Background: an optimization exercise with open tools, aiming at small area, a short achievable clock period and few clock cycles. Do not read the settings as production practice. Only simulation tests tie the RTL to the original design; equivalence was not proved. Power figures rest on the tool's default switching activity, not on a simulated workload.

## v49
## icache_nway
module icache_nway #(
    parameter int WAYS = 2,
    parameter int SETS = 8
) (
    input  logic         clk,
    input  logic         rst,
    input  logic         mem_read,
    input  logic [15:0]  mem_address,
    output logic [15:0]  mem_rdata,
    output logic         mem_resp,
    output logic         l2_read,
    output logic [15:0]  l2_address,
    input  logic [127:0] l2_rdata,
    input  logic         l2_resp
    ,
    input  logic         flush
);
make LEC_CHECK=0 CAP_MARGIN=20 CORE_MARGIN=2 CORE_UTILIZATION=60 CTS_CLUSTER_DIAMETER=80 CTS_CLUSTER_SIZE=30 SETUP_SLACK_MARGIN=2.5 SLEW_MARGIN=20 SYNTH_HIERARCHICAL=1 SYNTH_MINIMUM_KEEP_SIZE=0 finish   # period 8.5 ns
run.sh (not shown) runs the stock make flow with config.mk's settings and CLKGATE_MAP_FILE= SYNTH_SCRIPT=/design/flow/synth_recipe.tcl, a recipe that flattens the netlist after the stock synthesis.
v49: full flow OK, the timing, design-rule and antenna checks passed
Testbench counts of v49, summed over its fixed seeds: cycles 28,626.
Modified inputs, v24 compared to v49
- SETUP_SLACK_MARGIN now 3.5, was 2.5
### Flow results
v24: no failed stages, no open violations at the end. Post-route minimum period ended up 0.31 ns lower on v24 than on v49. v24 reports its launch point of the critical path as mem_address[3] while v49 reports mem_address[10]. v24 vs. v49: fraction of layout cells with a size suffix above 1 now sits higher; utilization of the core after routing now sits higher; worst slew margin relative to its limit now sits lower. Vias: v24 above v49. Delta(final clock period utilization by the worst path, v24 - v49) < 0. v24 ended up with more standard cells than v49. Taking v49 as the reference, in v24 sequential share of layout area went down by 2.3 points, flip-flop and latch count was more or less identical. From v24 to v49, number of cell rows did not move at all. Diff v49..v24 | number of multi-input logic gates | negligible.
#### Input delta (v16 over v24)
- SLEW_MARGIN: 20 -> 10
- SETUP_SLACK_MARGIN: 3.5 -> 2.9
- CAP_MARGIN: 20 -> 10
Findings:
Changes observed in v16 relative to v24: minimum period implied by the final worst setup slack shows no meaningful change, pin slew with the least headroom to its limit shows a reduction of 0.11 ns, chip width shows no meaningful change. Number of nets at the end of the flow: v16 and v24 compared, lower one is v16. v16 ended with less largest net degree at the start of global routing than v24. Compared with v24, v16 shows design area that has gone down by a few percent. Between v16 and v24, it is v16 whose final clock skew is higher, by 0.0085 ns. v16: layout buffering overhead excluding clock cells 2.0 points below v24. Max-slew headroom at the worst pin for v16 is higher than for v24.
> inputs changed (v16 -> v1)
- a change of SETUP_SLACK_MARGIN from 2.9 to 3.2
- a change of SLEW_MARGIN from 10 to 20
- a change of CORE_UTILIZATION from 60 to 55
- a change of CAP_MARGIN from 10 to 20
### Flow results
- Side by side, switching power share of the total turned out higher in v1 than in v16.
- Combined area of the multi-input logic cells (v1 over v16): increase, about 0.8%
- Between v16 and v1, the multi-input combinational cell count does not differ in any meaningful way.

Setup of yarrow:
Another version of the RTL of icache_nway (not shown whole).
For scale: roughly 2400 flip-flops, ~180 I/O pins, about 70000 um^2 of cells after synthesis.
## icache_nway
module icache_nway #(
    parameter int WAYS = 2,
    parameter int SETS = 8
) (
    input  logic         clk,
    input  logic         rst,
    input  logic         mem_read,
    input  logic [15:0]  mem_address,
    output logic [15:0]  mem_rdata,
    output logic         mem_resp,
    output logic         l2_read,
    output logic [15:0]  l2_address,
    input  logic [127:0] l2_rdata,
    input  logic         l2_resp
    ,
    input  logic         flush
);
export LEC_CHECK = 0
export ABC_CLOCK_PERIOD_IN_PS = 3000
export CAP_MARGIN = 20
export CORE_MARGIN = 2
export CORE_UTILIZATION = 40
export SETUP_SLACK_MARGIN = 3.5
export SLEW_MARGIN = 20
create_clock -name core_clock -period 8.5 [get_ports {clk}]
Testbench counts of yarrow, summed over its fixed seeds: cycles 28,626.
diff inputs: yarrow => harbor
Settings: CTS_CLUSTER_SIZE: unset -> 30; CTS_CLUSTER_DIAMETER: unset -> 80; CORE_UTILIZATION: 40 -> 70; ABC_CLOCK_PERIOD_IN_PS: 3000 -> unset.
yarrow → harbor: clock-buffer cell count shrank by about 60%, post-placement worst setup slack up 0.056 ns, delay contributed by the slowest stage of the critical path went up by 0.10 ns.
Taking yarrow as the reference, in harbor number of filler cells placed in the layout lost 9202, met2 global-route usage picked up an extra 20 points.
Looking at fraction of power spent switching nets, harbor sits 0.62 points above yarrow.
Run comparison: harbor slowest stage cell on the critical path sky130_fd_sc_hd__a221oi_1; yarrow slowest stage cell on the critical path sky130_fd_sc_hd__nor4_2
Diff yarrow -> harbor: routed wire length now smaller, setup skew after layout decreased 0.015 ns, number of buffers added by the clock tree synthesis step went down by about 60%.
Area growth from synthesis to layout in harbor is 9.6 points lower than in yarrow
diff inputs: harbor => indigo
Settings: removing CTS_CLUSTER_DIAMETER (formerly 80); removing CTS_CLUSTER_SIZE (formerly 30); removing SETUP_SLACK_MARGIN (formerly 3.5); changing CORE_UTILIZATION from 70 to 40.
--- outcome ---
- Looking at standard cell with the maximum stage delay on the critical path, the sky130_fd_sc_hd__a221oi_1 result is from harbor; the sky130_fd_sc_hd__clkdlybuf4s50_1 one comes from indigo.
- The lower number of vias in the routed layout came out of indigo.
- Relative to harbor, the number of clock buffers inserted by TritonCTS measured on indigo has increased by more than 100%.
- Looking at die area across indigo and harbor, the one that comes out higher is indigo.
Here is what was changed in the inputs of amber compared with indigo.
Settings: an added SETUP_SLACK_MARGIN of 3.0.
[summary]
The higher met1 track demand over resource in global routing of indigo and amber is in amber. On final critical path time including I/O delays and setup: between indigo and amber, it ends up lower for amber. Higher number of buffers inserted by post-CTS setup repair among indigo and amber: amber. On count of plain and timing-repair buffers: between indigo and amber, it ends up lower for indigo. Accumulated negative setup slack: indigo vs amber identical. Total number of vias of amber exceeds that of indigo by a few percent. Compared with indigo, in amber global-route wire length before repair went up about 6%; placement-stage worst setup slack now smaller.

==> static timing again, ports no longer ideal <==
The flow's constraints put no driver on any port. The routed layouts listed below were extracted and timed again, unchanged, in two steps. Step 1 assumes that a clkbuf_16 drives the clock port and a buf_2 every other input. Step 2 adds t to the input delays and takes it off the output delays; t is the mean of the earliest and latest rising clock arrival at the registers after step 1. Input paths then give back, and output paths get back, about the clock's delay inside the block. Three values: ideal ports, drivers, drivers and shift; two values: the first two.
| run | t (ns) | slack for setup (ns) | hold WS [ns] | worst setup path after step 2 | latest minus earliest clock arrival (ns) |
|---|---|---|---|---|---|
| v49 | 0.788 | 2.531 / 2.486 / 2.486 | 0.331 / 0.331 / 0.331 | input to output | 0.035 / 0.035 |
| v24 | 0.785 | 2.841 / 2.682 / 2.682 | 0.341 / 0.341 / 0.341 | input to output | 0.024 / 0.024 |
| v16 | 0.777 | 2.843 / 2.783 / 2.783 | 0.333 / 0.333 / 0.333 | input to output | 0.038 / 0.038 |
| v1 | 0.777 | 2.806 / 2.696 / 2.696 | 0.339 / 0.339 / 0.339 | input to output | 0.040 / 0.040 |
| yarrow | 0.924 | 2.164 / 2.046 / 2.046 | 0.332 / 0.332 / 0.332 | input to output | 0.043 / 0.043 |
| harbor | 0.784 | 2.256 / 2.076 / 2.076 | 0.346 / 0.346 / 0.346 | input to output | 0.035 / 0.034 |
| indigo | 0.913 | 0.894 / 0.872 / 0.872 | 0.302 / 0.302 / 0.302 | input to output | 0.062 / 0.061 |
| amber | 0.936 | 1.969 / 1.874 / 1.874 | 0.300 / 0.300 / 0.300 | input to output | 0.069 / 0.069 |
After both steps every run listed still meets setup and hold. For harbor, which loses most, drivers alone change the setup slack by -0.180 ns; drivers and shift together by -0.180 ns.
